This is an optimization exercise on Yosys and OpenROAD, whose aim is small area and a short achievable clock period, not a production implementation. The RTL was checked by simulation tests, not by an equivalence proof against the original design. Power figures rest on the tool's default switching activity, not on a simulated workload.

--- flow/config.mk ---
export PLATFORM = sky130hd
export DESIGN_NAME = sd_sector_cache
export DESIGN_NICKNAME = sd_sector_cache
export VERILOG_FILES = /design/flow/design.v
export SDC_FILE = /design/flow/constraint.sdc
export NUM_CORES = 4
export LEC_CHECK = 0
export CAP_MARGIN = 20
export CORE_MARGIN = 2
export CORE_UTILIZATION = 65
export CTS_CLUSTER_DIAMETER = 80
export CTS_CLUSTER_SIZE = 30
export SETUP_SLACK_MARGIN = 1.0
export SLEW_MARGIN = 20
export SYNTH_HIERARCHICAL = 1
export TNS_END_PERCENT = 5
--- flow/constraint.sdc ---
create_clock -name core_clock -period 3.3 [get_ports {clk400}]
set_input_delay 0.6600 -clock core_clock [delete_from_list [all_inputs] [get_ports {clk400}]]
set_output_delay 0.6600 -clock core_clock [all_outputs]
set_load 0.01 [all_outputs]
--- flow/design.v ---
package sd_cache_pkg;
    localparam int SD_DEPTH = 256;
    localparam int SD_AW    = 8;
    localparam int SD_DW    = 16;
    typedef enum logic [1:0] {
        EMPTY   = 2'd0,
        FILLING = 2'd1,
        READY   = 2'd2
    } cache_state_t;
endpackage
module sd_cache_dec16 (
    input  logic        en,
    input  logic [3:0]  a,
    output logic [15:0] y
);
    for (genvar j = 0; j < 16; j++) begin : g_y
        assign y[j] = en && (a == 4'(j));
    end
endmodule
module sd_cache_ao16 (
    input  logic [15:0] s,
    input  logic [15:0] d,
    output logic        y
);
    assign y = |(s & d);
endmodule
module sd_cache_nor2 (
    input  logic a,
    input  logic b,
    output logic y
);
    assign y = !(a || b);
endmodule
module sd_cache_nand2 (
    input  logic a,
    input  logic b,
    output logic y
);
    assign y = !(a && b);
endmodule
module sd_cache_rdfin (
    input  logic ok,
    input  logic a_n,
    input  logic b_n,
    output logic y
);
    assign y = ok && !(a_n && b_n);
endmodule
module sd_cache_or16 (
    input  logic        ok,
    input  logic [15:0] d,
    output logic        y
);
    logic [7:0] n1;
    logic [3:0] p2;
    logic [1:0] n3;
    for (genvar i = 0; i < 8; i++) begin : g_l1
        sd_cache_nor2 u (.a(d[2*i]), .b(d[2*i+1]), .y(n1[i]));
    end
    for (genvar i = 0; i < 4; i++) begin : g_l2
        sd_cache_nand2 u (.a(n1[2*i]), .b(n1[2*i+1]), .y(p2[i]));
    end
    for (genvar i = 0; i < 2; i++) begin : g_l3
        sd_cache_nor2 u (.a(p2[2*i]), .b(p2[2*i+1]), .y(n3[i]));
    end
    sd_cache_rdfin u_fin (.ok(ok), .a_n(n3[0]), .b_n(n3[1]), .y(y));
endmodule
module sd_cache_ram #(
    parameter int DEPTH = 256,
    parameter int AW    = 8,
    parameter int DW    = 16
) (
    input  logic          clk400,
    input  logic          we,
    input  logic [AW-1:0] waddr,
    input  logic [DW-1:0] wdata,
    input  logic          rd_ok,
    input  logic [AW-1:0] raddr,
    output logic [DW-1:0] rdata
);
    localparam int NG = 16;
    localparam int NL = DEPTH / NG;
    logic [DEPTH*DW-1:0] mem;
    logic [NG-1:0] whi;
    logic [NL-1:0] wlo;
    sd_cache_dec16 u_whi (.en(we),   .a(waddr[7:4]), .y(whi));
    sd_cache_dec16 u_wlo (.en(1'b1), .a(waddr[3:0]), .y(wlo));
    for (genvar r = 0; r < DEPTH; r++) begin : g_row
        always_ff @(posedge clk400) begin
            if (whi[r/NL] && wlo[r%NL]) begin
                mem[r*DW +: DW] <= wdata;
            end
        end
    end
    logic [NG-1:0] rhi;
    logic [NL-1:0] rlo;
    logic [DEPTH-1:0] rsel;
    sd_cache_dec16 u_rhi (.en(1'b1),  .a(raddr[7:4]), .y(rhi));
    sd_cache_dec16 u_rlo (.en(1'b1),  .a(raddr[3:0]), .y(rlo));
    for (genvar r = 0; r < DEPTH; r++) begin : g_rsel
        assign rsel[r] = rhi[r/NL] && rlo[r%NL];
    end
    logic [DW-1:0] rdata_d;
    for (genvar b = 0; b < DW; b++) begin : g_bit
        logic [NG-1:0] grp;
        for (genvar a = 0; a < NG; a++) begin : g_grp
            logic [NL-1:0] col;
            for (genvar j = 0; j < NL; j++) begin : g_col
                assign col[j] = mem[(a*NL + j)*DW + b];
            end
            sd_cache_ao16 u_ao (.s(rsel[a*NL +: NL]), .d(col), .y(grp[a]));
        end
        sd_cache_or16 u_or (.ok(rd_ok), .d(grp), .y(rdata_d[b]));
    end
    always_ff @(posedge clk400) begin
        rdata <= rdata_d;
    end
endmodule
module sd_sector_cache
#(
    parameter int DEPTH = sd_cache_pkg::SD_DEPTH,
    parameter int AW    = sd_cache_pkg::SD_AW,
    parameter int DW    = sd_cache_pkg::SD_DW
) (
    input  logic          clk400,
    input  logic          reset_n,
    input  logic [AW-1:0] casheAddress,
    input  logic [DW-1:0] casheValue,
    input  logic          writeCashe,
    input  logic          releaseSector,
    input  logic          rdReq,
    input  logic [AW-1:0] rdAddr,
    output logic [DW-1:0] rdData,
    output logic          rdValid,
    output logic          rdErr,
    output logic          sectorReady,
    output logic          overflow,
    output logic [AW:0]   fillCount,
    output logic [DW-1:0] checksum,
    output sd_cache_pkg::cache_state_t cacheState
);
    sd_cache_pkg::cache_state_t state;
    logic          wr_accept;
    logic          is_ready;
    always_comb begin
        is_ready  = (state == sd_cache_pkg::READY);
        wr_accept = writeCashe && !state[1] && !(state[0] && releaseSector);
    end
    sd_cache_ram #(
        .DEPTH (DEPTH),
        .AW    (AW),
        .DW    (DW)
    ) u_ram (
        .clk400 (clk400),
        .we     (wr_accept),
        .waddr  (casheAddress),
        .wdata  (casheValue),
        .rd_ok  (sectorReady),
        .raddr  (rdAddr),
        .rdata  (rdData)
    );
    always_ff @(posedge clk400 or negedge reset_n) begin
        if (!reset_n) begin
            state       <= sd_cache_pkg::EMPTY;
            sectorReady <= 1'b0;
            overflow    <= 1'b0;
            fillCount   <= '0;
            rdValid     <= 1'b0;
            rdErr       <= 1'b0;
        end else begin
            rdValid <= rdReq;
            rdErr   <= rdReq && !is_ready;
            case (state)
                sd_cache_pkg::EMPTY: begin
                    if (writeCashe) begin
                        fillCount <= {{AW{1'b0}}, 1'b1};
                        state     <= sd_cache_pkg::FILLING;
                    end
                end
                sd_cache_pkg::FILLING: begin
                    if (releaseSector) begin
                        fillCount <= '0;
                        state     <= sd_cache_pkg::EMPTY;
                    end else if (writeCashe) begin
                        fillCount <= fillCount + 1'b1;
                        if (fillCount == (AW+1)'(DEPTH - 1)) begin
                            state       <= sd_cache_pkg::READY;
                            sectorReady <= 1'b1;
                        end
                    end
                end
                sd_cache_pkg::READY: begin
                    if (releaseSector) begin
                        fillCount   <= '0;
                        overflow    <= 1'b0;
                        sectorReady <= 1'b0;
                        state       <= sd_cache_pkg::EMPTY;
                    end else if (writeCashe) begin
                        overflow <= 1'b1;
                    end
                end
                default: begin
                    state       <= sd_cache_pkg::EMPTY;
                    sectorReady <= 1'b0;
                end
            endcase
        end
    end
    always_ff @(posedge clk400 or negedge reset_n) begin
        if (!reset_n) begin
            checksum <= '0;
        end else if (releaseSector && (state != sd_cache_pkg::EMPTY)) begin
            checksum <= '0;
        end else if (wr_accept) begin
            checksum <= checksum + casheValue;
        end
    end
    assign cacheState = state;
endmodule
--- flow/run.sh ---
#!/bin/bash
# synth_recipe.tcl (not shown) runs the flow's synth.tcl, then flattens the netlist and writes it again
# the make line also repeats each setting of config.mk as NAME=value (left out here)
make -C /OpenROAD-flow-scripts/flow DESIGN_CONFIG=/design/flow/config.mk WORK_HOME=/design/flow/orfs CLKGATE_MAP_FILE= SYNTH_SCRIPT=/design/flow/synth_recipe.tcl finish
==> impl_metrics.csv, run 1 <==
group,metric,value,unit
run_status,outcome,"complete, no violations",
worst_setup_path,r2r_cells,9,
synthesis,synth_top_family_by_area,"compound AO/OA/AOI/OAI gates",
clock_network,cts_buffers,165,
synthesis,ys_seq_area_share,79.2,%
worst_setup_path,ff2ff_setup_slack,900,ps
routing,first_pass_iters,5,
worst_setup_path,criticalPathCategory,"in2reg",
synthesis,ys_ff_latch,4143,
floorplan,rows,180,
floorplan,core,240000,um^2
finish,nFillCells,13009,
synthesis,yosys.area_share.simple,4.15,%
synthesis,syn-instance-count,7579,
routing,wl,441000,um
floorplan,initial_core_util,65.3,%
flow_run,cap_violations,0,
floorplan,num_io_pins,84,
routing,drtIter0Drc,12167,
synthesis,synthesis.area,157000,um^2
finish,area_delta_synth_final,18.3,%
synthesis,synthTopCellsByArea,"edfxtp_1, a221oi_2, a22o_1",
global_routing,antenna_found_initial,52,
sta,slew_headroom,7.44,%
clock_network,cts.path.max_buffers,3,
sta,worst_pin_slew,1390,ps
clock_network,cts-root-buf,"clkbuf_16",
sta,post-route-period-util,85.9,%
worst_setup_path,arrival,3590,ps
synthesis,yosysTopAreaCellShare,78.5,%
floorplan,die_h,495,um
synthesis,yosys_warnings,8,
routing,vias,87369,
global_routing,first_global_vias,83467,
global_routing,overflow,0,
worst_setup_path,critPathCapture,"u_ram.rdata[7]",
synthesis,ys.flop_type,"edfxtp_1",
synthesis,yosysTopAreaCell,"edfxtp_1",
placement,io_buffers,83,
sta,rsz0062_at_grt,"yes",
synthesis,synth_compound_area_share,16.0,%
finish,fin_area,185000,um^2
synthesis,synth_most_common_cell,"edfxtp_1",
synthesis,yosys.area_share.adder,0.180,%
synthesis,synth_cell_types,52,
synthesis,synth_enable_flop_cells,4096,
finish,fin_nets,9171,
placement,dpl.hpwl,278000,um
worst_hold_path,hold_class,"in2reg",
synthesis,synth-async-reset-ratio,0.748,%
sta,hold_viol,0,
sta,skew,39.1,ps
sta,finalSetupViolCount,0,
clock_network,cts.sinks,4143,
placement,placed_cells,12012,
synthesis,synthXorXnorAreaFrac,0.0447,%
routing,drc,0,
clock_network,clk_pin_slew,110,ps
power_and_ir_drop,ir_worst_vdd,0.752,mV
sta,min_period,2830,ps
finish,multi_input_area,34600,um^2
global_routing,grt_pass1_wl,614000,um
worst_setup_path,r2r_start,"state[1]",
worst_setup_path,crit_required,4060,ps
worst_setup_path,rr_endpoint,"u_ram.mem[672]",
worst_setup_path,cp-end-kind,"flip-flop",
power_and_ir_drop,p_leak,60.8,nW
finish,drive_above_1_share,34.1,%
floorplan,design.die.area,245000,um^2
global_routing,grt_use_total,35.6,%
worst_setup_path,cp_max_fo,16,
power_and_ir_drop,powerDensity,469,nW/um^2
sta,max_clock_freq,353,MHz
finish,final-seq-area,124000,um^2
routing,antenna_left,0,
sta,slew_viol_final,0,
floorplan,fp.dieW,495,um
synthesis,syn_avg_cell_area,20.7,um^2
routing,post_drt_via_cell_ratio,7.03,
worst_setup_path,startpoint_type,"input pin",
finish,stdcell_count,12420,
placement,routabilityCongestion,0.902,
placement,placed_cell_area,177000,um^2
global_routing,grt_max_degree,188,
synthesis,synthMuxAreaShare,0.00638,%
clock_network,insertion_delay,880,ps
synthesis,netlist_top_cells_count,"edfxtp_1, a221oi_2, a22o_1, and2_1, nand4_1",
routing,wl_per_cell,35.5,um
clock_network,cts-htree-levels,4,
finish,fin_util,77.3,%
worst_setup_path,worstSetupStartpoint,"rdAddr[1]",
clock_network,cts_tree,"built",
final cells by class:
class	instances	share of cell area [%]
sequential	4143	66.9
multi-input combinational	3369	18.7
timing repair buffer	1423	9.53
clock buffer	193	2.33
tap	3185	2.15
clock inverter	52	0.322
antenna	45	0.0607
inverter	10	0.0216
Yosys stat by module (local to each module, per instance), excerpt:
module / copies in the design / cell area [um^2] / flip-flops and latches
sd_cache_nand2: 64 / 3.75 / 0
sd_cache_rdfin: 16 / 11.3 / 0
sd_sector_cache: 1 / 2170 / 31
sd_cache_dec16: 4 / 118 / 0
sd_cache_ao16: 256 / 101 / 0
sd_cache_nor2: 160 / 3.75 / 0
placed cells by master, fill, tap and decap left out, types with 106 or more instances in the layout:
cell type / instances
clkbuf_16: 170
buf_4: 777
nand4_1: 261
and2_4: 106
and2_1: 226
and2_2: 187
a22o_1: 1014
edfxtp_1: 4096
a221oi_2: 951
buf_12: 497
where the power goes:
| group | switching, mW | total [mW] | internal (mW) |
|---|---|---|---|
| clock network | 15.5 | 25.5 | 10.0 |
| registers | 0.104 | 58.0 | 57.9 |
| logic | 2.45 | 3.51 | 1.06 |
worst max-delay path, cell delays in order:
cell and delay [ps]:
buf_2 180, buf_4 200, nor3_4 70, buf_12 150
buf_4 160, and2_1 160, buf_12 150, a22o_1 240
a221oi_2 320, nand4_1 470, nor2_4 330, nand2_1 190
nor2_2 110, buf_4 110, a21boi_2 40
worst min-delay path by stage:
| stage | start | endpoint | slack [ps] | cells past startpoint |
|---|---|---|---|---|
| after floorplan | reset_n | checksum[0] | 360 | 0 |
| after global placement | fillCount[7] | fillCount[7] | 500 | 1 |
| after detailed placement | fillCount[7] | fillCount[7] | 520 | 1 |
| after CTS | casheValue[14] | u_ram.mem[334] | 40 | 1 |
| after global routing | casheValue[4] | u_ram.mem[2724] | 60 | 1 |
| final | casheValue[14] | u_ram.mem[270] | 90 | 1 |
kinds of logic (layout without fill, tap and decap cells):
logic type,Yosys count,after routing
simple gates,1167,1174
xor+xnor,8,8
fa+ha+maj,22,22
other cells,1,57
compound gates,2152,2152
flops,4143,4143
buf+inv,85,1678
mux,1,1
sequential cells by signal, summed over array words and instances (netlist names), 2 cells and up:
| name | count |
|---|---|
| checksum | 16 |
| u_ram.rdata | 16 |
| u_ram.mem | 4096 |
| fillCount | 9 |
| state | 2 |
metal layers:
| layer | up-vias | track usage (%) | wire, um |
|---|---|---|---|
| met2 | 4966 | 54.8 | 207000 |
| met4 | 8 | 11.8 | 15900 |
| met3 | 563 | 6.63 | 46900 |
| met5 | - | 0 | 57 |
| met1 | 45616 | 52.2 | 171000 |
| li1 | 36216 | - | - |
what timing repair did:
item / in CTS / in global routing
cloned: 13 / 4
setup buffers: 67 / 32
gates resized for setup: 458 / 131
hold buffers: 1 / 0
hold endpoints to repair: 4 / 0
pin swaps: 163 / 116
endpoints found under the setup margin: 2670 / 2107
metrics by stage:
stage                     hold WS [ps]  setup TNS, ps  setup WS [ps]  power (mW)
after CTS                         39.5              0            663        86.9
after detailed placement           521         -24830          -1780        62.4
after global routing              57.0              0            555        88.9
after global placement             496         -24810          -1770        62.3
final                             91.3              0            465        87.0
after floorplan                    364              0            708        60.2
==> inputs of run 2 (changes only) <==
--- a/flow/design.v
+++ b/flow/design.v
@@ -39,30 +39,26 @@
     assign y = !(a && b);
 endmodule
+module sd_cache_or8n (
+    input  logic       ok,
+    input  logic [7:0] d,
+    output logic       y_n
+);
+    logic [3:0] n1;
+    logic [1:0] p2;
+    for (genvar i = 0; i < 4; i++) begin : g_l1
+        sd_cache_nor2 u (.a(d[2*i]), .b(d[2*i+1]), .y(n1[i]));
+    end
+    for (genvar i = 0; i < 2; i++) begin : g_l2
+        sd_cache_nand2 u (.a(n1[2*i]), .b(n1[2*i+1]), .y(p2[i]));
+    end
+    sd_cache_rdfin u_fin (.ok(ok), .a(p2[0]), .b(p2[1]), .y_n(y_n));
+endmodule
 module sd_cache_rdfin (
     input  logic ok,
-    input  logic a_n,
-    input  logic b_n,
-    output logic y
-);
-    assign y = ok && !(a_n && b_n);
-endmodule
-module sd_cache_or16 (
-    input  logic        ok,
-    input  logic [15:0] d,
-    output logic        y
-);
-    logic [7:0] n1;
-    logic [3:0] p2;
-    logic [1:0] n3;
-    for (genvar i = 0; i < 8; i++) begin : g_l1
-        sd_cache_nor2 u (.a(d[2*i]), .b(d[2*i+1]), .y(n1[i]));
-    end
-    for (genvar i = 0; i < 4; i++) begin : g_l2
-        sd_cache_nand2 u (.a(n1[2*i]), .b(n1[2*i+1]), .y(p2[i]));
-    end
-    for (genvar i = 0; i < 2; i++) begin : g_l3
-        sd_cache_nor2 u (.a(p2[2*i]), .b(p2[2*i+1]), .y(n3[i]));
-    end
-    sd_cache_rdfin u_fin (.ok(ok), .a_n(n3[0]), .b_n(n3[1]), .y(y));
+    input  logic a,
+    input  logic b,
+    output logic y_n
+);
+    assign y_n = !(ok && (a || b));
 endmodule
 module sd_cache_ram #(
@@ -84,9 +80,9 @@
     logic [NG-1:0] whi;
     logic [NL-1:0] wlo;
-    sd_cache_dec16 u_whi (.en(we),   .a(waddr[7:4]), .y(whi));
+    sd_cache_dec16 u_whi (.en(1'b1), .a(waddr[7:4]), .y(whi));
     sd_cache_dec16 u_wlo (.en(1'b1), .a(waddr[3:0]), .y(wlo));
     for (genvar r = 0; r < DEPTH; r++) begin : g_row
         always_ff @(posedge clk400) begin
-            if (whi[r/NL] && wlo[r%NL]) begin
+            if (we && whi[r/NL] && wlo[r%NL]) begin
                 mem[r*DW +: DW] <= wdata;
             end
@@ -101,5 +97,5 @@
         assign rsel[r] = rhi[r/NL] && rlo[r%NL];
     end
-    logic [DW-1:0] rdata_d;
+    logic [DW-1:0] lo_d, hi_d, lo_q, hi_q;
     for (genvar b = 0; b < DW; b++) begin : g_bit
         logic [NG-1:0] grp;
@@ -111,9 +107,20 @@
             sd_cache_ao16 u_ao (.s(rsel[a*NL +: NL]), .d(col), .y(grp[a]));
         end
-        sd_cache_or16 u_or (.ok(rd_ok), .d(grp), .y(rdata_d[b]));
+        sd_cache_or8n u_lo (.ok(rd_ok), .d(grp[NG/2-1:0]),  .y_n(lo_d[b]));
+        sd_cache_or8n u_hi (.ok(rd_ok), .d(grp[NG-1:NG/2]), .y_n(hi_d[b]));
     end
     always_ff @(posedge clk400) begin
-        rdata <= rdata_d;
-    end
+        lo_q <= lo_d;
+        hi_q <= hi_d;
+    end
+    assign rdata = ~(lo_q & hi_q);
+endmodule
+module sd_cache_wen (
+    input  logic       wr,
+    input  logic       rel,
+    input  logic [1:0] st,
+    output logic       we
+);
+    assign we = wr && !st[1] && !(st[0] && rel);
 endmodule
 module sd_sector_cache
@@ -145,6 +152,11 @@
     always_comb begin
         is_ready  = (state == sd_cache_pkg::READY);
-        wr_accept = writeCashe && !state[1] && !(state[0] && releaseSector);
-    end
+    end
+    sd_cache_wen u_wen (
+        .wr  (writeCashe),
+        .rel (releaseSector),
+        .st  (state),
+        .we  (wr_accept)
+    );
     sd_cache_ram #(
         .DEPTH (DEPTH),
==> impl_metrics.csv, run 2 <==
group,metric,value,unit
run_status,outcome,"complete, no violations",
synthesis,ys_seq_area_share,79.3,%
power_and_ir_drop,power_frac_clock,29.8,%
synthesis,syn-instance-count,7620,
sta,hold_viol,0,
synthesis,synth-async-reset-ratio,0.745,%
global_routing,first_global_vias,85313,
worst_setup_path,r2r_start,"state[0]",
sta,slew_viol_final,0,
worst_setup_path,r2r_cells,6,
worst_setup_path,worstSetupStartpoint,"rdAddr[7]",
worst_setup_path,ff2ff_setup_slack,950,ps
clock_network,cts-htree-levels,4,
placement,dpl.hpwl,289000,um
synthesis,syn_avg_cell_area,20.6,um^2
routing,first_pass_iters,8,
clock_network,cts-root-buf,"clkbuf_16",
synthesis,synth_cell_types,63,
finish,largest_register_ffs,4096,
global_routing,overflow,0,
worst_setup_path,arrival,3390,ps
global_routing,grt_use_total,36.3,%
finish,final_common_cell,"edfxtp_1",
clock_network,cts_tree,"built",
finish,drive_above_1_share,34.5,%
power_and_ir_drop,p_sw_share,20.9,%
sta,rsz0062_at_grt,"yes",
power_and_ir_drop,p_int,69.7,mW
routing,routed.top_layer,"met5",
finish,fin_nets,9402,
routing,m1WireLength,169000,um
worst_setup_path,critPathCapture,"u_ram.hi_q[10]",
flow_run,cap_violations,0,
finish,layout_common_cells,"edfxtp_1, a22o_1, a221oi_2",
global_routing,antenna_found_initial,50,
floorplan,design.die.area,245000,um^2
power_and_ir_drop,p_leak,63.1,nW
sta,min_period,2570,ps
routing,drc,0,
power_and_ir_drop,powerDensity,470,nW/um^2
power_and_ir_drop,p_comb_share,4.2,%
finish,area_delta_synth_final,19.8,%
placement,io_buffers,83,
worst_setup_path,criticalPathCategory,"in2reg",
routing,post_drt_via_cell_ratio,7.04,
power_and_ir_drop,ir_worst_vdd,0.661,mV
synthesis,ys.flop_type,"edfxtp_1",
synthesis,synth_most_common_cell,"edfxtp_1",
synthesis,ys_ff_latch,4159,
worst_setup_path,cp-end-kind,"flip-flop",
synthesis,synth_enable_flop_cells,4096,
synthesis,netlist_top_cells_count,"edfxtp_1, a221oi_2, a22o_1, and3_1, nand4_1",
clock_network,insertion_delay,910,ps
sta,post-route-period-util,77.9,%
sta,worst_pin_slew,1200,ps
clock_network,cts_buffers,168,
placement,dp_slack,-1460,ps
routing,dr_wl_met3,43900,um
clock_network,cts.sinks,4159,
finish,stdcell_count,12693,
worst_setup_path,cp_max_fo,8,
worst_setup_path,startpoint_type,"input pin",
synthesis,synthTopCellsByArea,"edfxtp_1, a221oi_2, a22o_1",
sta,fin_tns_setup,0,ps
global_routing,grt_max_degree,157,
clock_network,clk_pin_slew,110,ps
floorplan,rows,180,
placement,routabilityCongestion,0.893,
synthesis,yosys_warnings,8,
global_routing,grt_pass1_wl,626000,um
sta,slew_headroom,19.8,%
floorplan,num_io_pins,84,
routing,wl_per_cell,35.7,um
clock_network,cts.path.max_buffers,3,
power_and_ir_drop,totalPowerFinal,88.2,mW
sta,max_clock_freq,389,MHz
synthesis,yosysTopAreaCellShare,78.4,%
floorplan,core,240000,um^2
routing,wl,453000,um
floorplan,fp.dieW,495,um
synthesis,synthesis.area,157000,um^2
routing,vias,89405,
floorplan,initial_core_util,65.3,%
sta,skew,31.4,ps
worst_setup_path,rr_endpoint,"u_ram.mem[2115]",
routing,drtIter0Drc,12766,
floorplan,die_h,495,um
sta,finalSetupViolCount,0,
power_and_ir_drop,seqPwrFrac,65.9,%
worst_setup_path,crit_required,4110,ps
finish,top_register,"u_ram.mem",
routing,antenna_left,0,
power_and_ir_drop,p_sw,18.5,mW
placement,placed_cells,12212,
synthesis,yosysTopAreaCell,"edfxtp_1",
worst_hold_path,hold_class,"in2reg",
sta,setup_slack,728,ps
routing,routed-wl-met2,217000,um
-- run 2: cell types whose count changed after synthesis, moves of 12 or more --
cell	previous run	this run
a21oi_1	30	18
buf_6	43	0
dfxtp_1	16	32
buf_4	22	0
and2_1	513	256
clkbuf_1	9	71
and3_1	7	262
buf_2	0	28
nor2_1	222	194
a21boi_2	16	0
o21ai_1	0	53
o21ai_0	24	10
-- run 2: layout make-up --
cell class / instances / area (um^2)
Clock buffer: 203 / 4520
Timing Repair Buffer: 1634 / 19800
Multi-Input combinational cell: 3372 / 34100
Inverter: 8 / 30.0
Fill cell: 12743 / 52500
Clock inverter: 59 / 703
Antenna cell: 73 / 183
Tap cell: 3185 / 3990
Sequential cell: 4159 / 124000
-- run 2: how the worst min path moves through the flow --
stage	endpoint	startpoint	cells past startpoint
floorplan	checksum[0]	reset_n	0
global placement	fillCount[3]	fillCount[3]	1
detailed placement	fillCount[3]	fillCount[3]	1
CTS	u_ram.mem[350]	casheValue[14]	1
global route	u_ram.mem[260]	casheValue[4]	1
finish	u_ram.mem[462]	casheValue[14]	1
-- run 2: Yosys stat by module (local to each module, per instance), a selection --
module	flops+latches	cells	area (um^2)	times used
sd_cache_ao16	0	9	101	256
sd_cache_nor2	0	1	3.75	128
sd_sector_cache	31	249	2220	1
sd_cache_dec16	0	23	118	4
sd_cache_wen	0	2	16.3	1
sd_cache_nand2	0	1	3.75	64
sd_cache_rdfin	0	1	5.00	32
-- run 2: cells by family (layout without fill, tap and decap cells) --
kind of cell / after synthesis / after routing / synth area share, %
AO/OA/AOI/OAI: 2169 / 2169 / 16.0
XOR/XNOR: 6 / 6 / 0.0335
adder cells (fa/ha/maj): 22 / 22 / 0.180
buffers and inverters: 108 / 1904 / 0.281
flip-flops: 4159 / 4159 / 79.3
multiplexers: 5 / 5 / 0.0319
other: 1 / 89 / 0.00239
AND/OR/NAND/NOR: 1150 / 1154 / 4.14
-- run 2: per-stage QoR --
stage               cell area [um^2]  util (%)  hold WS, ps
floorplan                     157000         -          364
global placement              179000      74.5          507
detailed placement            179000      74.5          527
CTS                           186000      77.4         44.9
global route                  188000      78.1         49.1
finish                        188000      78.2         81.2
-- run 2: timing repair --
action	CTS	global route
setup buffers	63	69
gates cloned	3	11
gates resized for setup	319	226
pin swaps	87	178
hold buffers	0	0
endpoints found under the setup margin	82	856
-- run 2: per-layer routing --
| metal | vias to the layer above | GRT usage, % |
|---|---|---|
| met5 | - | 0 |
| met3 | 711 | 5.53 |
| met2 | 5034 | 57.3 |
| met4 | 2 | 16.2 |
| met1 | 46634 | 51.0 |
| li1 | 37024 | - |
-- run 2: power groups by stage --
stage	Combinational [mW]	Sequential (mW)	Clock, mW
after global routing	3.91	58.2	28.1
after CTS	3.62	58.1	26.4
after floorplan	1.18	59.4	0
after global placement	3.38	59.4	0
final	3.74	58.1	26.3
after detailed placement	3.50	59.4	0
-- run 2: worst max-delay path, stage by stage --
cell	delay, ps
buf_6	100
buf_8	130
nand3b_1	190
buf_4	160
nor2_4	40
buf_12	150
buf_16	140
and2_4	160
buf_12	130
buf_4	120
a22o_1	220
a221oi_2	200
nand4_1	360
nor2_4	370
nand2_4	110
o21ai_2	110
==> inputs of run 3 (changes only) <==
--- a/flow/config.mk
+++ b/flow/config.mk
@@ -11,4 +11,5 @@
 export CTS_CLUSTER_DIAMETER = 80
 export CTS_CLUSTER_SIZE = 30
+export GPL_TIMING_DRIVEN = 0
 export SETUP_SLACK_MARGIN = 1.0
 export SLEW_MARGIN = 20
==> impl_metrics.csv, run 3 <==
group,metric,value,unit
run_status,outcome,"complete, no violations",
finish,largest_register_ffs,4096,
placement,dpl.hpwl,265000,um
clock_network,cts.path.max_buffers,3,
sta,hold_viol,0,
placement,io_buffers,83,
finish,final-seq-area,124000,um^2
placement,dp_slack,-1920,ps
routing,post_drt_via_cell_ratio,7.32,
synthesis,ys_ff_latch,4159,
synthesis,yosysTopAreaCellShare,78.4,%
sta,min_period,2760,ps
sta,max_clock_freq,362,MHz
sta,slew_viol_final,0,
worst_setup_path,arrival,3530,ps
synthesis,yosys_warnings,8,
finish,drive_above_1_share,28.1,%
routing,antenna_left,0,
worst_setup_path,crit_family,"simple AND/OR/NAND/NOR gates",
routing,wl,430000,um
worst_setup_path,path_cells,"buf_6, nand3b_1, buf_4, nor3_4, buf_6, clkbuf_8, buf_12, and2_4, a221oi_4, nand4_1, nor2_2, nand2_1, o21ai_2",
synthesis,syn-instance-count,7620,
clock_network,cts-root-buf,"clkbuf_16",
routing,drtIter0Drc,11462,
floorplan,initial_core_util,65.3,%
finish,area_delta_synth_final,11.0,%
sta,rsz0062_at_grt,"yes",
finish,stdcell_count,11453,
sta,skew,40.1,ps
power_and_ir_drop,p_comb_share,4.3,%
global_routing,overflow,0,
finish,top_register,"u_ram.mem",
placement,routabilityCongestion,0.876,
floorplan,num_io_pins,84,
sta,finalSetupViolCount,0,
power_and_ir_drop,power_frac_clock,29.4,%
power_and_ir_drop,powerDensity,504,nW/um^2
finish,multi_input_area,35400,um^2
worst_hold_path,hold_class,"in2reg",
global_routing,grt_max_degree,116,
global_routing,grt_use_total,34.6,%
worst_setup_path,criticalPathCategory,"in2reg",
worst_setup_path,critPathMostFrequentCell,"buf_6",
power_and_ir_drop,p_sw_share,20.9,%
finish,nFillCells,14084,
clock_network,cts_tree,"built",
synthesis,synth_cell_types,63,
clock_network,cts-htree-levels,4,
synthesis,synthesis.area,157000,um^2
worst_setup_path,path_buf_inv,5,
power_and_ir_drop,p_int,69.4,mW
finish,fin_area,174000,um^2
synthesis,synthTopCellsByArea,"edfxtp_1, a221oi_2, a22o_1",
synthesis,synth_most_common_cell,"edfxtp_1",
sta,slew_headroom,27.0,%
finish,final_common_cell,"edfxtp_1",
global_routing,first_global_vias,79478,
clock_network,clk_pin_slew,110,ps
synthesis,netlist_top_cells_count,"edfxtp_1, a221oi_2, a22o_1, and3_1, nand4_1",
floorplan,fp.dieW,495,um
floorplan,rows,180,
synthesis,synth-async-reset-ratio,0.745,%
sta,worst_pin_slew,1100,ps
worst_setup_path,cp-end-kind,"flip-flop",
flow_run,cap_violations,0,
finish,layout_common_cells,"edfxtp_1, a22o_1, a221oi_2",
global_routing,antenna_found_initial,46,
power_and_ir_drop,p_leak,55.0,nW
placement,placed_cell_area,164000,um^2
synthesis,yosysTopAreaCell,"edfxtp_1",
global_routing,grt_pass1_wl,594000,um
power_and_ir_drop,seqPwrFrac,66.3,%
sta,fin_tns_setup,0,ps
floorplan,design.die.area,245000,um^2
routing,drc,0,
synthesis,synth_enable_flop_cells,4096,
worst_setup_path,slowest_stage,"a221oi_4",
synthesis,syn_avg_cell_area,20.6,um^2
worst_setup_path,cp_max_fo,9,
synthesis,ys.flop_type,"edfxtp_1",
sta,post-route-period-util,83.6,%
worst_setup_path,startpoint_type,"input pin",
clock_network,cts.sinks,4159,
routing,vias,83858,
placement,placed_cells,10986,
power_and_ir_drop,totalPowerFinal,87.7,mW
routing,wl_per_cell,37.6,um
power_and_ir_drop,ir_worst_vdd,0.529,mV
power_and_ir_drop,p_sw,18.3,mW
synthesis,ys_seq_area_share,79.3,%
floorplan,core,240000,um^2
clock_network,insertion_delay,900,ps
finish,fin_nets,8205,
sta,setup_slack,541,ps
worst_setup_path,crit_required,4070,ps
clock_network,cts_buffers,165,
worst_setup_path,max_stage_delay,390,ps
floorplan,die_h,495,um
routing,first_pass_iters,7,
-- run 3: cell counts after synthesis --
Identical to the previous run, type by type.
-- run 3: power by group through the flow --
stage | sequential (mW) | clock (mW) | combinational, mW
2_1_floorplan | 59.4 | 0 | 1.18
3_3_place_gp | 60.1 | 0 | 3.05
3_5_place_dp | 59.4 | 0 | 3.36
4_1_cts | 58.2 | 25.9 | 3.55
5_1_grt | 58.2 | 27.5 | 3.92
6_report | 58.2 | 25.8 | 3.73
-- run 3: layout make-up --
type	count	share of cell area (%)
buffer	100	0.420
multi-input combinational	3392	20.3
antenna	39	0.0561
inverter	8	0.0173
tap	3185	2.29
timing repair buffer	320	2.53
clock buffer	201	2.55
sequential	4159	71.5
clock inverter	49	0.308
-- run 3: Yosys stat by module (local to each module, per instance), excerpt --
module / copies in the design / cell area (um^2) / flops+latches / cells inside
sd_cache_ao16: 256 / 101 / 0 / 9
sd_cache_dec16: 4 / 118 / 0 / 23
sd_cache_nand2: 64 / 3.75 / 0 / 1
sd_cache_nor2: 128 / 3.75 / 0 / 1
sd_cache_rdfin: 32 / 5.00 / 0 / 1
sd_cache_wen: 1 / 16.3 / 0 / 2
sd_sector_cache: 1 / 2220 / 31 / 249
-- run 3: cells by family after synthesis --
logic type / count (synthesis) / share of synthesized area, %
multiplexers: 5 / 0.0319
other: 1 / 0.00239
AO/OA/AOI/OAI: 2169 / 16.0
buffers and inverters: 108 / 0.281
adder cells (fa/ha/maj): 22 / 0.180
AND/OR/NAND/NOR: 1150 / 4.14
flip-flops: 4159 / 79.3
XOR/XNOR: 6 / 0.0335
-- run 3: what timing repair did --
item	in CTS	in global routing
resized for setup	949	151
buffers inserted	142	9
hold buffers	1	0
pin swaps	153	19
gates cloned	11	15
endpoints found under the setup margin	4179	4189
hold endpoints to repair	31	0
-- run 3: layer usage --
layer / vias up / share of wire [%] / GRT usage, % / wire (um)
li1: 34596 / - / - / -
met1: 44138 / 39 / 48.9 / 166000
met2: 4427 / 48 / 54.6 / 207000
met3: 687 / 9.2 / 6.05 / 39500
met4: 10 / 4.2 / 13.3 / 18200
met5: - / 0.039 / 0.294 / 168
-- run 3: worst reg2reg max path: cells and delay by family (launching register included) --
family                 cells  cell delay (ps)
AOI/OAI and AO/OA          1              280
and+or+nand+nor            1              570
buffers and inverters      3              970
DFF                        1              470
-- run 3: per-stage QoR --
| stage | util (%) | hold slack (ps) |
|---|---|---|
| 2_1_floorplan | - | 364 |
| 3_3_place_gp | 67.4 | 504 |
| 3_5_place_dp | 68.3 | 528 |
| 4_1_cts | 72.1 | 24.0 |
| 5_1_grt | 72.4 | 50.9 |
| 6_report | 72.4 | 65.6 |
-- run 3: path summary, 6_finish.rpt --
| check | slack, ps | from | to | cells after the start |
|---|---|---|---|---|
| min in group asynchronous | 190 | reset_n | checksum[11] | 2 |
| setup reg to reg | 660 | state[0] | u_ram.mem[1784] | 5 |
| setup / recovery | 540 | rdAddr[2] | u_ram.lo_q[13] | 13 |
| hold / removal | 70 | casheValue[4] | u_ram.mem[1604] | 1 |
| max in group asynchronous | 2700 | reset_n | sectorReady | 3 |
| hold reg to reg | 540 | fillCount[3] | fillCount[3] | 1 |
==> inputs of run 4 (changes only) <==
--- a/flow/config.mk
+++ b/flow/config.mk
@@ -8,5 +8,5 @@
 export CAP_MARGIN = 20
 export CORE_MARGIN = 2
-export CORE_UTILIZATION = 65
+export CORE_UTILIZATION = 72
 export CTS_CLUSTER_DIAMETER = 80
 export CTS_CLUSTER_SIZE = 30
==> impl_metrics.csv, run 4 <==
group,metric,value,unit
worst_setup_path,critPathMostFrequentCell,"nand2_2",
power_and_ir_drop,ir_worst_vdd,0.624,mV
synthesis,synthMuxAreaShare,0.0319,%
worst_setup_path,ff2ff_setup_slack,680,ps
global_routing,antenna_found_initial,37,
flow_run,cap_violations,0,
synthesis,yosys_warnings,8,
worst_setup_path,path_buf_inv,2,
clock_network,cts_tree,"built",
floorplan,num_io_pins,84,
routing,wl_per_cell,38.5,um
sta,post-route-period-util,85.1,%
run_status,outcome,"complete, no violations",
global_routing,first_global_vias,80034,
worst_setup_path,slowest_stage,"nand4_1",
worst_setup_path,r2r_cells,5,
routing,post_drt_via_cell_ratio,7.73,
global_routing,grt_max_degree,115,
global_routing,grt-busiest-layer,"met2",
sta,min_period,2810,ps
finish,layout_common_cells,"edfxtp_1, a22o_1, a221oi_2",
worst_setup_path,cp-end-kind,"flip-flop",
worst_setup_path,path_cells,"buf_2, nand2_2, nor2_4, clkbuf_2, and2_4, a22o_1, a221oi_2, nand4_1, nor2_1, nand2_2, o21ai_1",
placement,io_buffers,83,
global_routing,grt_use_total,37.7,%
synthesis,yosys.area_share.adder,0.180,%
synthesis,synthTopCellsByArea,"edfxtp_1, a221oi_2, a22o_1",
worst_setup_path,crit_family,"simple AND/OR/NAND/NOR gates",
synthesis,ys.flop_type,"edfxtp_1",
synthesis,synth_most_common_cell,"edfxtp_1",
sta,slew_viol_final,0,
worst_setup_path,crit_required,4070,ps
routing,drc,0,
worst_setup_path,startpoint_type,"input pin",
worst_hold_path,min-delay-start,"casheValue[7]",
worst_setup_path,r2r_start,"state[0]",
sta,slew_headroom,28.2,%
synthesis,netlist_top_cells_count,"edfxtp_1, a221oi_2, a22o_1, and3_1, nand4_1",
placement,routabilityCongestion,0.881,
sta,rsz0062_at_grt,"yes",
worst_setup_path,arrival,3580,ps
synthesis,yosysTopAreaCell,"edfxtp_1",
power_and_ir_drop,powerDensity,502,nW/um^2
synthesis,synthXorXnorAreaFrac,0.0335,%
finish,final_common_cell,"edfxtp_1",
finish,area_delta_synth_final,10.6,%
floorplan,rows,171,
finish,largest_register_ffs,4096,
global_routing,overflow,0,
sta,max_clock_freq,356,MHz
sta,setup_slack,493,ps
sta,skew,24.5,ps
placement,dpl.hpwl,259000,um
worst_setup_path,cp_max_fo,16,
floorplan,core,217000,um^2
global_routing,grt_pass1_wl,589000,um
routing,vias,85828,
synthesis,ys_ff_latch,4159,
worst_hold_path,min_to,"u_ram.mem[1623]",
synthesis,synth_compound_area_share,16.0,%
clock_network,cts-htree-levels,4,
finish,drive_above_1_share,27.9,%
synthesis,syn-instance-count,7620,
synthesis,synth_cell_types,63,
synthesis,yosys.area_share.simple,4.14,%
clock_network,cts.path.max_buffers,3,
routing,antenna_left,0,
finish,top_register,"u_ram.mem",
routing,first_pass_iters,6,
clock_network,cts-root-buf,"clkbuf_16",
finish,fin_nets,8189,
global_routing,grtUsageMet2,56.8,%
routing,drtIter0Drc,13527,
worst_setup_path,rr_endpoint,"u_ram.mem[871]",
worst_hold_path,hold_class,"in2reg",
clock_network,insertion_delay,880,ps
synthesis,syn_avg_cell_area,20.6,um^2
worst_setup_path,criticalPathCategory,"in2reg",
clock_network,clk_pin_slew,110,ps
sta,finalSetupViolCount,0,
synthesis,yosysTopAreaCellShare,78.4,%
sta,worst_pin_slew,1080,ps
floorplan,fp.dieW,471,um
floorplan,design.die.area,222000,um^2
sta,hold_viol,0,
sta,hold_ws,166,ps
floorplan,initial_core_util,72.4,%
power_and_ir_drop,p_leak,54.6,nW
routing,wl,428000,um
clock_network,cts.sinks,4159,
sta,fin_tns_setup,0,ps
synthesis,synth_enable_flop_cells,4096,
global_routing,grt_use_met3,8.32,%
synthesis,synth-async-reset-ratio,0.745,%
clock_network,cts_buffers,161,
worst_hold_path,holdPathStages,1,
synthesis,synth_top_family_by_area,"compound AO/OA/AOI/OAI gates",
floorplan,die_h,471,um
placement,dp_slack,-1790,ps
synthesis,ys_seq_area_share,79.3,%
global_routing,met1_usage,53.2,%
synthesis,synthesis.area,157000,um^2
worst_setup_path,max_stage_delay,440,ps
-- run 4: cell counts after synthesis --
Identical to the previous run, type by type.
-- run 4: per-module statistics from Yosys (local to each module, per instance), a selection --
module	cells inside	flops+latches
sd_cache_rdfin	1	0
sd_cache_ao16	9	0
sd_cache_dec16	23	0
sd_cache_nor2	1	0
sd_cache_nand2	1	0
sd_cache_wen	2	0
sd_sector_cache	249	31
-- run 4: where the power goes --
group	switching, mW	internal [mW]
logic	2.75	1.09
clock network	15.1	9.93
registers	0.132	58.0
-- run 4: stage by stage --
step | cell area, um^2 | cells | total power [mW] | utilization, %
after floorplan | 157000 | 7635 | 60.6 | -
after global placement | 162000 | 10572 | 63.1 | 74.5
after detailed placement | 164000 | 10657 | 62.7 | 75.5
after CTS | 172000 | 11004 | 86.7 | 79.5
after global routing | 173000 | 11064 | 88.7 | 80.0
final | 173000 | 11108 | 87.0 | 80.0
-- run 4: what timing repair did --
item	4_1_cts	5_1_grt
hold endpoints to repair	31	0
gates resized for setup	968	187
gates cloned	15	34
hold buffers	1	0
endpoints found under the setup margin	4180	4186
setup buffers	102	12
pin swaps	145	21
-- run 4: logic make-up after synthesis --
logic type                 Yosys count
DFF                               4159
muxes                                5
other                                1
and+or+nand+nor                   1150
xor gates and xnor gates             6
adders and majority gates           22
buffers and inverters              108
AOI/OAI and AO/OA                 2169
-- run 4: cell type report --
type | count | area [um^2]
antenna | 58 | 145
buffer | 100 | 736
clock buffer | 203 | 4440
clock inverter | 26 | 300
fill | 10622 | 43300
inverter | 8 | 30.0
multi-input combinational | 3410 | 35600
sequential | 4159 | 124000
tap | 2854 | 3570
timing repair buffer | 290 | 4130
-- run 4: metal layers --
layer / share of wire [%] / vias up / wire length [um]
met5: 0.10 / - / 434
met4: 5.6 / 16 / 24100
met3: 12 / 992 / 51000
met2: 46 / 6137 / 199000
met1: 36 / 44106 / 153000
li1: - / 34577 / -
-- run 4: worst max-delay path by stage --
| stage | to | depth (start not counted) | startpoint | slack [ps] |
|---|---|---|---|---|
| CTS | rdData[11] | 2 | u_ram.lo_q[11] | 650 |
| global placement | checksum[12] | 8 | casheValue[0] | -8250 |
| finish | u_ram.hi_q[9] | 11 | rdAddr[4] | 490 |
| global route | u_ram.lo_q[8] | 16 | rdAddr[3] | 630 |
| floorplan | u_ram.mem[512] | 4 | casheAddress[7] | 900 |
| detailed placement | u_ram.lo_q[1] | 13 | rdAddr[1] | -1790 |
-- run 4: worst register-to-register path: stages, from the launching register on --
cell and delay, ps:
dfrtp_2 470, a211oi_4 290, buf_12 180, buf_2 320, buf_2 440, and3_2 580
==> inputs of run 5 (changes only) <==
--- a/flow/config.mk
+++ b/flow/config.mk
@@ -8,5 +8,5 @@
 export CAP_MARGIN = 20
 export CORE_MARGIN = 2
-export CORE_UTILIZATION = 72
+export CORE_UTILIZATION = 65
 export CTS_CLUSTER_DIAMETER = 80
 export CTS_CLUSTER_SIZE = 30
@@ -15,3 +15,3 @@
 export SLEW_MARGIN = 20
 export SYNTH_HIERARCHICAL = 1
-export TNS_END_PERCENT = 5
+export TNS_END_PERCENT = 30
==> impl_metrics.csv, run 5 <==
group,metric,value,unit
finish,drive_above_1_share,29.4,%
synthesis,synth_enable_flop_cells,4096,
finish,final_common_cell,"edfxtp_1",
placement,dpl.hpwl,272000,um
clock_network,insertion_delay,890,ps
sta,hold_viol,0,
synthesis,synthesis.area,157000,um^2
power_and_ir_drop,powerDensity,501,nW/um^2
global_routing,first_global_vias,79723,
synthesis,synthTopCellsByArea,"edfxtp_1, a221oi_2, a22o_1",
clock_network,clk_pin_slew,110,ps
routing,first_pass_iters,6,
placement,placed_cells,10999,
routing,m1WireLength,169000,um
synthesis,ys.flop_type,"edfxtp_1",
floorplan,rows,180,
synthesis,netlist_top_cells_count,"edfxtp_1, a221oi_2, a22o_1, and3_1, nand4_1",
worst_setup_path,cp_max_fo,16,
worst_setup_path,crit_required,4040,ps
worst_setup_path,path_cells,"buf_8, nand3_4, buf_4, nor2_4, buf_4, and2_1, a221oi_2, nand4_1, nor2_1, nand2_1, o21ai_4",
clock_network,cts_tree,"built",
clock_network,cts-root-buf,"clkbuf_16",
routing,dr_wl_met3,44200,um
routing,antenna_left,0,
worst_setup_path,critPathMostFrequentCell,"buf_4",
sta,finalSetupViolCount,0,
routing,routed.top_layer,"met5",
finish,top_register,"u_ram.mem",
sta,min_period,2720,ps
routing,vias,85235,
placement,routabilityCongestion,0.868,
sta,worst_pin_slew,1130,ps
synthesis,ys_seq_area_share,79.3,%
sta,rsz0062_at_grt,"yes",
power_and_ir_drop,p_sw_share,20.9,%
power_and_ir_drop,ir_worst_vdd,0.595,mV
global_routing,grt_use_total,35.2,%
floorplan,initial_core_util,65.3,%
worst_setup_path,slowest_stage,"and2_1",
routing,post_drt_via_cell_ratio,7.37,
finish,layout_common_cells,"edfxtp_1, a22o_1, a221oi_2",
synthesis,synthMuxAreaShare,0.0319,%
synthesis,yosys.area_share.adder,0.180,%
sta,max_clock_freq,367,MHz
floorplan,num_io_pins,84,
synthesis,synthXorXnorAreaFrac,0.0335,%
synthesis,synth_compound_area_share,16.0,%
synthesis,synth_cell_types,63,
clock_network,cts-htree-levels,4,
finish,area_delta_synth_final,12.0,%
power_and_ir_drop,power_frac_clock,29.3,%
floorplan,core,240000,um^2
clock_network,cts.path.max_buffers,3,
synthesis,yosysTopAreaCellShare,78.4,%
clock_network,cts_buffers,165,
sta,slew_headroom,24.7,%
synthesis,synth-async-reset-ratio,0.745,%
power_and_ir_drop,p_leak,55.6,nW
clock_network,cts.sinks,4159,
global_routing,grt_max_degree,106,
sta,slew_viol_final,0,
synthesis,syn-instance-count,7620,
worst_setup_path,ff2ff_setup_slack,740,ps
finish,largest_register_ffs,4096,
routing,wl,444000,um
floorplan,die_h,495,um
worst_setup_path,arrival,3460,ps
finish,stdcell_count,11565,
synthesis,yosysTopAreaCell,"edfxtp_1",
flow_run,cap_violations,0,
finish,fin_util,73.1,%
routing,drc,0,
finish,nFillCells,13940,
synthesis,synth_top_family_by_area,"compound AO/OA/AOI/OAI gates",
worst_setup_path,cp-end-kind,"flip-flop",
sta,skew,34.3,ps
sta,post-route-period-util,82.5,%
synthesis,syn_avg_cell_area,20.6,um^2
floorplan,design.die.area,245000,um^2
synthesis,synth_most_common_cell,"edfxtp_1",
power_and_ir_drop,p_int,69.5,mW
placement,io_buffers,83,
sta,hold_ws,139,ps
routing,routed-wl-met2,209000,um
floorplan,fp.dieW,495,um
synthesis,yosys_warnings,8,
synthesis,yosys.area_share.simple,4.14,%
routing,wl_per_cell,38.4,um
run_status,outcome,"complete, no violations",
synthesis,ys_ff_latch,4159,
power_and_ir_drop,seqPwrFrac,66.2,%
worst_setup_path,criticalPathCategory,"in2reg",
worst_setup_path,startpoint_type,"input pin",
global_routing,antenna_found_initial,41,
worst_hold_path,hold_class,"in2reg",
global_routing,overflow,0,
global_routing,grt_pass1_wl,602000,um
worst_setup_path,max_stage_delay,890,ps
power_and_ir_drop,p_comb_share,4.5,%
power_and_ir_drop,p_sw,18.4,mW
finish,fin_nets,8321,
routing,drtIter0Drc,11614,
## run 5: cell counts after synthesis
Identical to the previous run, type by type.
## run 5: worst max-delay path, delay by kind of cell
family / cells / cell delay [ps]
compound gates: 2 / 400
buf+inv: 3 / 650
simple gates: 6 / 1710
## run 5: cells by family (layout without fill, tap and decap cells)
kind of cell	after synthesis	count (layout)
flip-flops	4159	4159
AO/OA/AOI/OAI	2169	2169
AND/OR/NAND/NOR	1150	1201
buffers and inverters	108	763
adder cells (fa/ha/maj)	22	22
XOR/XNOR	6	6
multiplexers	5	5
other	1	55
## run 5: per-module statistics from Yosys, one instance, submodules excluded, excerpt
module           times used  flip-flops and latches
sd_cache_rdfin           32                       0
sd_sector_cache           1                      31
sd_cache_ao16           256                       0
sd_cache_dec16            4                       0
sd_cache_nor2           128                       0
sd_cache_nand2           64                       0
sd_cache_wen              1                       0
## run 5: path summary, 6_finish.rpt
| kind | start | endpoint | depth (start not counted) |
|---|---|---|---|
| worst max-delay path | rdAddr[3] | u_ram.hi_q[2] | 11 |
| worst min-delay path | casheValue[1] | u_ram.mem[1873] | 1 |
| worst max register to register | state[0] | u_ram.mem[202] | 4 |
| worst min register to register | fillCount[8] | fillCount[8] | 2 |
| max in group asynchronous | reset_n | sectorReady | 3 |
| min in group asynchronous | reset_n | checksum[14] | 2 |
## run 5: timing repair
item | 4_1_cts | 5_1_grt
hold buffers | 2 | 0
gates resized for setup | 977 | 260
pin swaps | 133 | 85
gates cloned | 13 | 41
setup endpoints to repair | 4180 | 4177
endpoints found under the hold margin | 39 | 0
setup buffers | 121 | 104
## run 5: through the flow
stage                      TNS, ps  cell area (um^2)  setup slack (ps)  total power, mW
after CTS                        0            173000               688             87.8
final                            0            176000               578             88.0
after detailed placement  -3574510            164000             -1860             62.8
after floorplan                  0            157000               902             60.6
after global placement           -            162000             -8550             63.3
after global routing             0            176000               669             89.8
## run 5: area by class of cell
class	instances	area, um^2	area share (%)
Timing Repair Buffer	409	5280	3.00
Antenna cell	39	97.6	0.0555
Clock inverter	44	547	0.311
Tap cell	3185	3990	2.27
Sequential cell	4159	124000	70.8
Buffer	100	847	0.482
Clock buffer	202	4450	2.53
Inverter	8	30.0	0.0171
Multi-Input combinational cell	3419	36000	20.5
## run 5: routing by layer
metal	GRT usage, %	up-vias
met4	15.1	14
met5	0.391	-
met2	54.0	4997
met3	7.33	834
li1	-	34868
met1	49.7	44522
## run 5: power by group through the flow
stage | clock network (mW) | registers, mW | logic (mW)
floorplan | 0 | 59.4 | 1.18
global placement | 0 | 60.1 | 3.14
detailed placement | 0 | 59.4 | 3.46
CTS | 25.9 | 58.2 | 3.70
global route | 27.5 | 58.2 | 4.13
finish | 25.8 | 58.2 | 3.97

[afterwards: timing with drivers on the ports]
The flow's constraints put no driver on any port. The routed layouts listed below were extracted and timed again, unchanged, in two steps.
Step 1 (the two cells are an assumption about what drives the block):
set clk [get_ports {clk400}]
set_driving_cell -lib_cell sky130_fd_sc_hd__clkbuf_16 $clk
set_driving_cell -lib_cell sky130_fd_sc_hd__buf_2 [delete_from_list [all_inputs] $clk]
Step 2 moves the port delays by t, midway between the first and last clock arrival at a register: inputs arrive t later, outputs are due t later. That takes back most of the time a late clock gives input paths.
Slacks: ideal ports / drivers / drivers and shift; pairs: ideal ports / drivers.
| run | shift t [ns] | setup slack, ns | worst data-port slew with drivers (ns) |
|---|---|---|---|
| run 1 | 0.962 | 0.465 / 0.429 / -0.533 | 0.26 |
| run 2 | 0.982 | 0.728 / 0.704 / -0.278 | 0.18 |
| run 3 | 0.986 | 0.541 / 0.579 / -0.407 | 0.17 |
| run 4 | 0.960 | 0.493 / 0.481 / -0.479 | 0.18 |
| run 5 | 0.976 | 0.578 / 0.605 / -0.371 | 0.13 |
With both steps, setup timing fails in every run listed, where it was met with ideal ports. The setup slack of run 2, which loses most, moves by -0.024 ns with the drivers and by -1.006 ns with both steps.
